Background: an optimization exercise with open tools, aiming at small area, a short achievable clock period and few clock cycles. Do not read the settings as production practice.
In this exercise RTL edits were held to simulation tests only and were not proved equivalent to the original.
Power is estimated from default activity; no workload was simulated.

**design/flow/run.sh**
```bash
#!/bin/bash
# synth_recipe.tcl (not shown) runs the flow's synth.tcl, then flattens the netlist and writes it again
# the make line also repeats each setting of config.mk as NAME=value (left out here)
make -C /OpenROAD-flow-scripts/flow DESIGN_CONFIG=/design/flow/config.mk WORK_HOME=/design/flow/orfs CLKGATE_MAP_FILE= SYNTH_SCRIPT=/design/flow/synth_recipe.tcl finish
```
**design/flow/config.mk**
```make
export PLATFORM = sky130hd
export DESIGN_NAME = masked_patch_match_select
export DESIGN_NICKNAME = masked_patch_match_select
export VERILOG_FILES = /design/flow/design.v
export SDC_FILE = /design/flow/constraint.sdc
export NUM_CORES = 4
export LEC_CHECK = 0
export CAP_MARGIN = 20
export CORE_MARGIN = 2
export CORE_UTILIZATION = 45
export PLACE_DENSITY = 0.6
export SLEW_MARGIN = 20
```
**design/flow/constraint.sdc**
```tcl
create_clock -name core_clock -period 10.0 [get_ports {clk}]
set_input_delay 2.0000 -clock core_clock [delete_from_list [all_inputs] [get_ports {clk}]]
set_output_delay 2.0000 -clock core_clock [all_outputs]
set_load 0.01 [all_outputs]
```
**design/flow/design.v**
```verilog
package mpms_pkg;
  localparam int PIX_W  = 16;
  localparam int POS_W  = 24;
  localparam int DIFF_W = 47;
  localparam int WGT_W  = 15;
  localparam int DIST_W = 32;
  localparam int FAC_W  = 16;
  localparam int NSIM_W = 7;
  localparam int RANK_W = 6;
  localparam int PROD_W = FAC_W + DIST_W;
  localparam int THR_W  = PROD_W - 8;
  localparam int          DIV_STEPS  = DIFF_W;
  localparam logic [15:0] W_KNOWN    = 16'd100;
  localparam logic [15:0] W_UNKNOWN  = 16'd1;
  localparam int          CFG_IDX_W    = 2;
  localparam logic [1:0]  CFG_N_SIMILAR    = 2'd0;
  localparam logic [1:0]  CFG_MAIN_FACTOR  = 2'd1;
  localparam logic [1:0]  CFG_PRIOR_FACTOR = 2'd2;
  localparam logic [NSIM_W-1:0] NSIM_RESET   = 7'd25;
  localparam logic [FAC_W-1:0]  FACTOR_RESET = 16'd256;
  typedef struct packed {
    logic [POS_W-1:0]  pos;
    logic              in_main;
    logic              in_prior;
    logic [RANK_W-1:0] rank;
  } res_t;
endpackage
module masked_patch_match_select #(
  parameter int MAX_CANDIDATES = 64
) (
  input  logic                          clk,
  input  logic                          rst_n,
  input  logic                          in_valid,
  output logic                          in_ready,
  input  logic [mpms_pkg::PIX_W-1:0]    in_ref_value,
  input  logic [mpms_pkg::PIX_W-1:0]    in_cand_value,
  input  logic                          in_ref_known,
  input  logic                          in_cand_known,
  input  logic [mpms_pkg::POS_W-1:0]    in_cand_position,
  input  logic                          in_last_element,
  input  logic                          in_last_candidate,
  output logic                          out_valid,
  input  logic                          out_ready,
  output logic [mpms_pkg::POS_W-1:0]    out_position,
  output logic                          out_in_main_group,
  output logic                          out_in_prior_group,
  output logic [mpms_pkg::RANK_W-1:0]   out_rank,
  output logic                          out_last,
  input  logic                          cfg_write_en,
  input  logic [mpms_pkg::CFG_IDX_W-1:0] cfg_index,
  input  logic [mpms_pkg::FAC_W-1:0]    cfg_data
);
  localparam int IW = $clog2(MAX_CANDIDATES);
  localparam int CW = $clog2(MAX_CANDIDATES + 1);
  localparam int XW = (CW > mpms_pkg::NSIM_W) ? CW : mpms_pkg::NSIM_W;
  localparam logic [4:0] S_IDLE    = 5'd0;
  localparam logic [4:0] S_MUL     = 5'd1;
  localparam logic [4:0] S_ACC     = 5'd2;
  localparam logic [4:0] S_DIV     = 5'd3;
  localparam logic [4:0] S_STORE   = 5'd4;
  localparam logic [4:0] S_RK_LDI  = 5'd5;
  localparam logic [4:0] S_RK_GETI = 5'd6;
  localparam logic [4:0] S_RK_LDJ  = 5'd7;
  localparam logic [4:0] S_RK_CMP  = 5'd8;
  localparam logic [4:0] S_RK_WR   = 5'd9;
  localparam logic [4:0] S_TH_ORD  = 5'd10;
  localparam logic [4:0] S_TH_DST  = 5'd11;
  localparam logic [4:0] S_TH_MUL  = 5'd12;
  localparam logic [4:0] S_TH_CHK  = 5'd13;
  localparam logic [4:0] S_TH_PA   = 5'd14;
  localparam logic [4:0] S_TH_PA2  = 5'd15;
  localparam logic [4:0] S_TH_PTH  = 5'd16;
  localparam logic [4:0] S_EM_ORD  = 5'd17;
  localparam logic [4:0] S_EM_DST  = 5'd18;
  localparam logic [4:0] S_EM_CHK  = 5'd19;
  localparam logic [4:0] S_EM_PUSH = 5'd20;
  localparam logic [4:0] S_EM_FIN  = 5'd21;
  logic [4:0] state_r, state_nxt;
  logic [mpms_pkg::NSIM_W-1:0] nsim_r;
  logic [mpms_pkg::FAC_W-1:0]  mf_r, pf_r;
  logic [mpms_pkg::PIX_W-1:0]  absd_r;
  logic                        both_r, end_r, lc_r;
  logic [mpms_pkg::POS_W-1:0]  pos_r;
  logic [mpms_pkg::PROD_W-1:0] prod_r;
  logic [mpms_pkg::DIFF_W-1:0] acc_r, quo_r;
  logic [mpms_pkg::WGT_W-1:0]  wacc_r;
  logic [mpms_pkg::WGT_W:0]    rem_r;
  logic [5:0]                  dcnt_r;
  logic [CW-1:0]               count_r, i_r, j_r, rcnt_r, sel_r, rr_r, eff_r;
  logic [mpms_pkg::DIST_W-1:0] di_r, chosen_r;
  logic [mpms_pkg::THR_W-1:0]  mth_r, pth_r;
  logic                        pend_v_r;
  mpms_pkg::res_t              pend_r, cap_r;
  logic                        out_valid_r, out_last_r;
  mpms_pkg::res_t              out_r;
  logic [mpms_pkg::DIST_W-1:0] dist_mem [MAX_CANDIDATES];
  logic [mpms_pkg::POS_W-1:0]  pos_mem  [MAX_CANDIDATES];
  logic [IW-1:0]               ord_mem  [MAX_CANDIDATES];
  logic [mpms_pkg::DIST_W-1:0] dist_q;
  logic [mpms_pkg::POS_W-1:0]  pos_q;
  logic [IW-1:0]               ord_q;
  logic [IW-1:0]               rd_addr, ord_addr;
  logic [mpms_pkg::FAC_W-1:0]  mul_a;
  logic [mpms_pkg::DIST_W-1:0] mul_b;
  logic                        mul_en;
  logic [mpms_pkg::PROD_W-1:0] mul_p;
  logic [38:0]                 p39, term;
  logic [mpms_pkg::DIFF_W:0]   sum_w;
  logic [mpms_pkg::DIFF_W-1:0] acc_sat;
  logic [mpms_pkg::WGT_W:0]    wsum;
  logic [mpms_pkg::WGT_W-1:0]  wsat;
  logic [mpms_pkg::WGT_W:0]    rem_sh, rem_n;
  logic                        div_ge;
  logic [mpms_pkg::DIST_W-1:0] dist_w;
  logic [XW-1:0]               nsx, nclamp;
  logic [CW-1:0]               eff_c;
  logic [mpms_pkg::THR_W-1:0]  thr_c, dq_x;
  logic                        hit_m, hit_p, slot_free, push_v, push_last;
  logic [mpms_pkg::PIX_W:0]    dif17;
  logic                        cnt_less;
  assign in_ready  = (state_r == S_IDLE);
  assign slot_free = !out_valid_r || out_ready;
  assign dif17 = {1'b0, in_ref_value} - {1'b0, in_cand_value};
  always_comb begin
    mul_a  = '0;
    mul_b  = '0;
    mul_en = 1'b0;
    case (state_r)
      S_MUL: begin
        mul_a  = absd_r;
        mul_b  = {16'b0, absd_r};
        mul_en = 1'b1;
      end
      S_TH_MUL: begin
        mul_a  = mf_r;
        mul_b  = dist_q;
        mul_en = 1'b1;
      end
      S_TH_PA: begin
        mul_a  = pf_r;
        mul_b  = chosen_r;
        mul_en = 1'b1;
      end
      default: ;
    endcase
  end
  assign mul_p = {32'b0, mul_a} * {16'b0, mul_b};
  assign p39     = {7'b0, prod_r[31:0]};
  assign term    = both_r ? ((p39 << 6) + (p39 << 5) + (p39 << 2)) : p39;
  assign sum_w   = {1'b0, acc_r} + {9'b0, term};
  assign acc_sat = sum_w[mpms_pkg::DIFF_W] ? '1 : sum_w[mpms_pkg::DIFF_W-1:0];
  assign wsum    = {1'b0, wacc_r} + (both_r ? mpms_pkg::W_KNOWN : mpms_pkg::W_UNKNOWN);
  assign wsat    = wsum[mpms_pkg::WGT_W] ? '1 : wsum[mpms_pkg::WGT_W-1:0];
  assign rem_sh = {rem_r[mpms_pkg::WGT_W-1:0], quo_r[mpms_pkg::DIFF_W-1]};
  assign div_ge = rem_sh >= {1'b0, wacc_r};
  assign rem_n  = div_ge ? (rem_sh - {1'b0, wacc_r}) : rem_sh;
  assign dist_w = (|quo_r[mpms_pkg::DIFF_W-1:mpms_pkg::DIST_W]) ? '1
                                                               : quo_r[mpms_pkg::DIST_W-1:0];
  assign nsx    = XW'(nsim_r);
  assign nclamp = (nsx < XW'(2)) ? XW'(2) : nsx;
  assign eff_c  = (nclamp > XW'(count_r)) ? count_r : CW'(nclamp);
  assign thr_c = prod_r[mpms_pkg::PROD_W-1:8];
  assign dq_x  = {8'b0, dist_q};
  assign hit_m = dq_x <= mth_r;
  assign hit_p = dq_x <= pth_r;
  assign cnt_less = (dist_q < di_r) || ((dist_q == di_r) && (j_r < i_r));
  assign push_v    = ((state_r == S_EM_PUSH) && pend_v_r && slot_free) ||
                     ((state_r == S_EM_FIN) && slot_free);
  assign push_last = (state_r == S_EM_FIN);
  always_comb begin
    rd_addr  = '0;
    ord_addr = '0;
    case (state_r)
      S_RK_LDI: rd_addr = i_r[IW-1:0];
      S_RK_LDJ: rd_addr = j_r[IW-1:0];
      S_TH_ORD: ord_addr = sel_r[IW-1:0];
      S_TH_DST: rd_addr = ord_q;
      S_TH_PA:  ord_addr = IW'(eff_r - CW'(1));
      S_TH_PA2: rd_addr = ord_q;
      S_EM_ORD: ord_addr = rr_r[IW-1:0];
      S_EM_DST: rd_addr = ord_q;
      default: ;
    endcase
  end
  always_ff @(posedge clk) begin
    dist_q <= dist_mem[rd_addr];
    pos_q  <= pos_mem[rd_addr];
    ord_q  <= ord_mem[ord_addr];
    if ((state_r == S_STORE) && (count_r < CW'(MAX_CANDIDATES))) begin
      dist_mem[count_r[IW-1:0]] <= dist_w;
      pos_mem[count_r[IW-1:0]]  <= pos_r;
    end
    if (state_r == S_RK_WR) begin
      ord_mem[rcnt_r[IW-1:0]] <= i_r[IW-1:0];
    end
  end
  always_comb begin
    state_nxt = state_r;
    case (state_r)
      S_IDLE:    if (in_valid) state_nxt = S_MUL;
      S_MUL:     state_nxt = S_ACC;
      S_ACC:     state_nxt = end_r ? S_DIV : S_IDLE;
      S_DIV:     if (dcnt_r == 6'(mpms_pkg::DIV_STEPS - 1)) state_nxt = S_STORE;
      S_STORE:   state_nxt = lc_r ? S_RK_LDI : S_IDLE;
      S_RK_LDI:  state_nxt = S_RK_GETI;
      S_RK_GETI: state_nxt = S_RK_LDJ;
      S_RK_LDJ:  state_nxt = S_RK_CMP;
      S_RK_CMP:  state_nxt = (j_r + CW'(1) == count_r) ? S_RK_WR : S_RK_LDJ;
      S_RK_WR:   state_nxt = (i_r + CW'(1) == count_r) ? S_TH_ORD : S_RK_LDI;
      S_TH_ORD:  state_nxt = S_TH_DST;
      S_TH_DST:  state_nxt = S_TH_MUL;
      S_TH_MUL:  state_nxt = S_TH_CHK;
      S_TH_CHK:  state_nxt = ((thr_c == '0) && (rr_r < eff_r)) ? S_TH_ORD : S_TH_PA;
      S_TH_PA:   state_nxt = S_TH_PA2;
      S_TH_PA2:  state_nxt = S_TH_PTH;
      S_TH_PTH:  state_nxt = S_EM_ORD;
      S_EM_ORD:  state_nxt = S_EM_DST;
      S_EM_DST:  state_nxt = S_EM_CHK;
      S_EM_CHK: begin
        if (hit_m || hit_p) begin
          state_nxt = S_EM_PUSH;
        end else begin
          state_nxt = (rr_r + CW'(1) == count_r) ? S_EM_FIN : S_EM_ORD;
        end
      end
      S_EM_PUSH: begin
        if (!pend_v_r || slot_free) begin
          state_nxt = (rr_r + CW'(1) == count_r) ? S_EM_FIN : S_EM_ORD;
        end
      end
      S_EM_FIN:  if (slot_free) state_nxt = S_IDLE;
      default:   state_nxt = S_IDLE;
    endcase
  end
  always_ff @(posedge clk) begin
    if (mul_en) prod_r <= mul_p;
    case (state_r)
      S_IDLE: begin
        absd_r <= dif17[mpms_pkg::PIX_W] ? (in_cand_value - in_ref_value)
                                         : dif17[mpms_pkg::PIX_W-1:0];
        both_r <= in_ref_known && in_cand_known;
        end_r  <= in_last_element || in_last_candidate;
        lc_r   <= in_last_candidate;
        pos_r  <= in_cand_position;
      end
      S_ACC: begin
        quo_r  <= acc_sat;
        rem_r  <= '0;
        dcnt_r <= '0;
      end
      S_DIV: begin
        rem_r  <= rem_n;
        quo_r  <= {quo_r[mpms_pkg::DIFF_W-2:0], div_ge};
        dcnt_r <= dcnt_r + 6'd1;
      end
      S_RK_GETI: begin
        di_r   <= dist_q;
        j_r    <= '0;
        rcnt_r <= '0;
      end
      S_RK_CMP: begin
        if (cnt_less) rcnt_r <= rcnt_r + CW'(1);
        j_r <= j_r + CW'(1);
      end
      S_RK_WR: begin
        if (i_r + CW'(1) == count_r) begin
          sel_r <= (count_r >= CW'(2)) ? CW'(1) : CW'(0);
        end
      end
      S_TH_MUL: chosen_r <= dist_q;
      S_TH_CHK: begin
        mth_r <= thr_c;
        if ((thr_c == '0) && (rr_r < eff_r)) begin
          sel_r <= rr_r;
        end
      end
      S_TH_PTH: pth_r <= (thr_c > dq_x) ? thr_c : dq_x;
      S_EM_CHK: begin
        cap_r.pos      <= pos_q;
        cap_r.in_main  <= hit_m;
        cap_r.in_prior <= hit_p;
        cap_r.rank     <= mpms_pkg::RANK_W'(rr_r);
      end
      default: ;
    endcase
    if (push_v) begin
      out_r      <= pend_r;
      out_last_r <= push_last;
    end
    if ((state_r == S_EM_PUSH) && (!pend_v_r || slot_free)) pend_r <= cap_r;
  end
  always_ff @(posedge clk) begin
    if (!rst_n) begin
      state_r     <= S_IDLE;
      nsim_r      <= mpms_pkg::NSIM_RESET;
      mf_r        <= mpms_pkg::FACTOR_RESET;
      pf_r        <= mpms_pkg::FACTOR_RESET;
      acc_r       <= '0;
      wacc_r      <= '0;
      count_r     <= '0;
      i_r         <= '0;
      rr_r        <= '0;
      eff_r       <= '0;
      pend_v_r    <= 1'b0;
      out_valid_r <= 1'b0;
    end else begin
      state_r <= state_nxt;
      if (cfg_write_en) begin
        case (cfg_index)
          mpms_pkg::CFG_N_SIMILAR:    nsim_r <= cfg_data[mpms_pkg::NSIM_W-1:0];
          mpms_pkg::CFG_MAIN_FACTOR:  mf_r   <= cfg_data;
          mpms_pkg::CFG_PRIOR_FACTOR: pf_r   <= cfg_data;
          default: ;
        endcase
      end
      case (state_r)
        S_ACC: begin
          acc_r  <= acc_sat;
          wacc_r <= wsat;
        end
        S_STORE: begin
          acc_r  <= '0;
          wacc_r <= '0;
          if (count_r < CW'(MAX_CANDIDATES)) count_r <= count_r + CW'(1);
          i_r <= '0;
        end
        S_RK_WR: begin
          i_r <= i_r + CW'(1);
          if (i_r + CW'(1) == count_r) begin
            rr_r  <= CW'(2);
            eff_r <= eff_c;
          end
        end
        S_TH_CHK: begin
          if ((thr_c == '0) && (rr_r < eff_r)) rr_r <= rr_r + CW'(1);
        end
        S_TH_PTH: rr_r <= '0;
        S_EM_CHK: begin
          if (!(hit_m || hit_p)) rr_r <= rr_r + CW'(1);
        end
        S_EM_PUSH: begin
          if (!pend_v_r || slot_free) begin
            rr_r     <= rr_r + CW'(1);
            pend_v_r <= 1'b1;
          end
        end
        S_EM_FIN: begin
          if (slot_free) begin
            pend_v_r <= 1'b0;
            count_r  <= '0;
          end
        end
        default: ;
      endcase
      if (push_v) begin
        out_valid_r <= 1'b1;
      end else if (out_ready) begin
        out_valid_r <= 1'b0;
      end
    end
  end
  assign out_valid          = out_valid_r;
  assign out_position       = out_r.pos;
  assign out_in_main_group  = out_r.in_main;
  assign out_in_prior_group = out_r.in_prior;
  assign out_rank           = out_r.rank;
  assign out_last           = out_last_r;
endmodule
```
==> results by group <==
Placement
  • DPL Wire Length: 378 mm
  • Buffers on Ports: 117
  • Placed cell count: 22.7k
  • Final weighted congestion in routability-driven placement: 0.903

Route
  • Mean number of vias per cell: 5.92
  • Detailed-router iteration count before antenna repair: 8
  • DRC: 0
  • Total via count in the routed design: 140k
  • DR iter-0 viols: 17.2k
  • Routed wire length: 655 mm
  • DR WL/cell: 27.7 um
  • Count of antenna-violating nets left after detailed routing: 0

STA
  • Crit share post-route: 92.1%
  • Number of failing hold endpoints at the final stage: 0
  • Sum of negative setup slack: 0 ps
  • RSZ-0062 raised after global routing: false
  • Maximum frequency from static timing analysis: 0.109 GHz
  • Max-slew headroom at the worst pin: 19.5%
  • Finish-stage setup viols: 0
  • Count of final max-slew check failures: 0
  • Time the worst path needs with I/O delays and setup: 9210 ps
  • Actual transition at the worst max-transition pin: 1210 ps
  • Clock skew: 79.0 ps

Final layout
  • Layout cell share with drive strength beyond 1: 7.28%
  • Total area of multi-input combinational cells: 0.0648 mm^2
  • Reg area: 0.136 mm^2
  • Area growth from synthesis to layout: 11.5%
  • Final-layout fill cell count: 39.6k
  • Layout Nets: 17.9k
  • Non-filler instance count after layout: 23.6k

Flow run
  • Maxcap violations: 0

Synthesis
  • Ranking of synthesized cells by area: sky130_fd_sc_hd__edfxtp_1 (64%), sky130_fd_sc_hd__nand2_1 (7.7%), sky130_fd_sc_hd__nand3_1 (4.5%), sky130_fd_sc_hd__fa_1 (4.4%), sky130_fd_sc_hd__ha_1 (2.5%)
  • Number of synthesized flops with an enable pin: 4387
  • Async set-or-reset flop fraction in the synthesized netlist: 0%
  • Cells after synthesis: 17.1k
  • Syn avg cell area: 12.1 um^2
  • Ys flop type: sky130_fd_sc_hd__edfxtp_1
  • Largest area contributor in the synthesized netlist: sky130_fd_sc_hd__edfxtp_1
  • Syn nets: 18.0k
  • Post-Synthesis Cell Area: 0.207 mm^2
  • Post-synth top area share: 63.6%
  • Number of different library cells in the post-synthesis netlist: 97
  • Seq cells post-synth: 4585
  • Count of yosys warnings during synthesis: 1
  • Post-synthesis sequential area ratio: 65.6%

Pwr
  • Power density relative to cell area: 213 mW/mm^2
  • Worst supply voltage drop on vdd: 208 uV
  • Leak Pwr: 0.0787 uW

Worst hold path
  • Hold path endpoint: cap_r[26]$_DFFE_PP_
  • Count of cells along the worst hold path: 0
  • Worst hold start: pos_q[18]$_DFF_P_
  • Type of the worst min-delay path: register to register

CTS
  • Clock tree root buffer cell: sky130_fd_sc_hd__clkbuf_16
  • Number of cells upsized or downsized after cts: 0
  • Htree depth: 5
  • Bufs on Longest Clock Path: 4
  • Post-CTS Setup Inserts: 0
  • Number of buffers inserted during clock tree synthesis: 465
  • Clock tree from TritonCTS: done
  • Insertion delay to the later sink of the worst-skew pair: 1060 ps
  • Clock transition at the registers of the reported paths: 60 ps
  • Clock sinks: 4585
  • Number of hold buffers added after CTS: 0

Floorplan
  • Full die area: 0.465 mm^2
  • Core area: 0.459 mm^2
  • Standard-cell rows: 249
  • Die width: 682 um
  • Die height: 682 um
  • Starting density of the core: 45.1%
  • I/O pin cnt: 118

Outcome
  • Outcome: no timing/DRC/antenna violations

Worst setup path
  • Highest-delay cell along the critical path: sky130_fd_sc_hd__buf_4
  • Slack of the worst reg-to-reg path: 790 ps
  • Worst-path fanout max: 42
  • Required time at the worst-slack endpoint: 10760 ps
  • Worst stage delay on the critical path: 560 ps
  • Worst Path Arrival: 9970 ps
  • FF-to-FF Start: state_r[3]$_SDFFE_PN0P_
  • End of the worst register-to-register path: prod_r[47]$_DFFE_PN_
  • Kind of critical path: register to register
  • Startpoint type of the worst setup path: register
  • Critical path capture point type: register
  • Number of cells traversed by the worst register-to-register path: 28
  • CP dominant cell by count: sky130_fd_sc_hd__fa_1

GRT
  • Global router's overall resource usage: 27.5%
  • Number of global-route vias before repair: 130k
  • Global-route wire length before repair: 938 mm
  • Initial antenna violation count: 24
  • Overall overflow remaining after global route: 0
  • Largest net degree at the start of global routing: 190
placed cells by master (no fill, tap or decap), drive strengths merged, types with 261 or more instances in the layout:
cell type and count:
nand2 4273, edfxtp 4387, nor2 633, inv 718, and3 261, clkbuf 611
a21oi 449, buf 411, fa 451, a311oi 548, nand3 1849, ha 414
metrics by stage:
stage                     util, %  area, um^2  setup WS (ps)  total power (uW)  hold slack (ps)
after floorplan                 -      207000           1490             28900              386
after global placement       46.9      215000            848             32100              387
after detailed placement     47.0      216000            830             32200              392
after CTS                    50.2      231000            825             49200              383
after global routing         50.3      231000            387             51000              397
final                        50.3      231000            795             49100              374
flip-flops by register name (all words and copies together) (netlist names), 40 cells and up:
| signal | count |
|---|---|
| dist_mem | 2048 |
| pos_mem | 1536 |
| ord_mem | 384 |
| prod_r | 48 |
| acc_r | 47 |
| quo_r | 47 |
| mth_r | 40 |
| pth_r | 40 |
cell families (layout without fill, tap and decap cells):
kind of cell / Yosys count / count (layout) / share of synthesized area [%]
AO/OA/AOI/OAI: 2028 / 2028 / 6.95
XOR/XNOR: 176 / 176 / 0.745
AND/OR/NAND/NOR: 7475 / 7475 / 15.6
adder cells (fa/ha/maj): 865 / 865 / 6.86
multiplexers: 161 / 161 / 0.790
other: 0 / 52 / 0
flip-flops: 4585 / 4585 / 65.6
buffers and inverters: 1771 / 2105 / 3.53
per-layer routing:
layer  global-route usage, %  vias up  part of all wire, %
li1                        -    61378                    -
met1                    39.1    70726                   41
met2                    43.2     6492                   46
met3                    4.33     1070                  8.9
met4                    9.14        8                  3.7
met5                       0        -               0.0087
synth_stat cells (all sizes together) (7+ instances only):
master / n
a2111oi: 12
a211oi: 250
a21boi: 11
a21o: 132
a21oi: 449
a221o: 9
a221oi: 12
a22o: 20
a22oi: 55
a311oi: 548
a31oi: 180
and2: 120
and3: 261
buf: 460
clkbuf: 605
dfxtp: 198
edfxtp: 4387
fa: 451
ha: 414
inv: 702
mux2: 19
mux2i: 142
nand2: 4273
nand2b: 37
nand3: 1849
nand3b: 8
nand4: 53
nor2: 633
nor2b: 48
nor3: 73
nor4: 31
o211ai: 12
o21a: 27
o21ai: 188
o21bai: 18
o221ai: 26
o22ai: 16
o31ai: 13
or2: 45
or3: 17
or4: 7
xnor2: 125
xor2: 51
where the power goes:
group	switching, uW	internal [uW]	total (uW)	leakage [uW]
clock network	7560	9620	17200	0.00728
registers	552	22300	22900	0.0344
logic	6160	2890	9050	0.0370
worst max-delay path by stage:
stage,depth (start not counted),start,to
5_1_grt,29,state_r[3]$_SDFFE_PN0P_,prod_r[47]$_DFFE_PN_
6_report,28,state_r[3]$_SDFFE_PN0P_,prod_r[47]$_DFFE_PN_
3_3_place_gp,29,state_r[3]$_SDFFE_PN0P_,prod_r[47]$_DFFE_PN_
2_1_floorplan,30,state_r[3]$_SDFFE_PN0P_,prod_r[47]$_DFFE_PN_
3_5_place_dp,28,state_r[3]$_SDFFE_PN0P_,prod_r[47]$_DFFE_PN_
4_1_cts,28,state_r[3]$_SDFFE_PN0P_,prod_r[47]$_DFFE_PN_
final cells by class:
cell class	count	share of cell area (%)
Inverter	706	1.15
Sequential cell	4585	58.8
Multi-Input combinational cell	10705	28.1
Antenna cell	52	0.0564
Timing Repair Buffer	528	2.13
Clock inverter	260	1.04
Clock buffer	611	5.41
Tap cell	6149	3.33
critical path, delay by kind of cell (launching register included):
kind            cells  cell delay, ps
buf+inv             4             710
simple gates        8            2160
xor+xnor            1             140
flops               1             320
compound gates      8            2270
fa+ha+maj           7            3340
Testbench counts, summed over its fixed seeds: cycles 155,719.

-- separate check: timing with driven ports --
The flow's constraints put no driver on any port. The routed layout listed below was extracted and timed again, unchanged, in two steps. Step 1 sets driving cells, clkbuf_16 on the clock port and buf_2 on the other inputs (assumed; they add their load-dependent delay and slew). Step 2 adds t to the input delays and takes it off the output delays; t is the mean of the earliest and latest rising clock arrival at the registers after step 1. Input paths then give back, and output paths get back, about the clock's delay inside the block. Three values: ideal, step 1, step 2; two values: the first two.
t, ns: 1.120
setup WS [ns]: 0.795 / 0.795 / 0.795
worst hold slack (ns): 0.374 / 0.374 / 0.374
clock arrival spread, ns: 0.116 / 0.116
worst register clock-pin slew, ns: 0.07 / 0.07
After both steps this run still meets setup and hold. For this run, drivers alone change the setup slack by 0.000 ns; drivers and shift together by 0.000 ns.
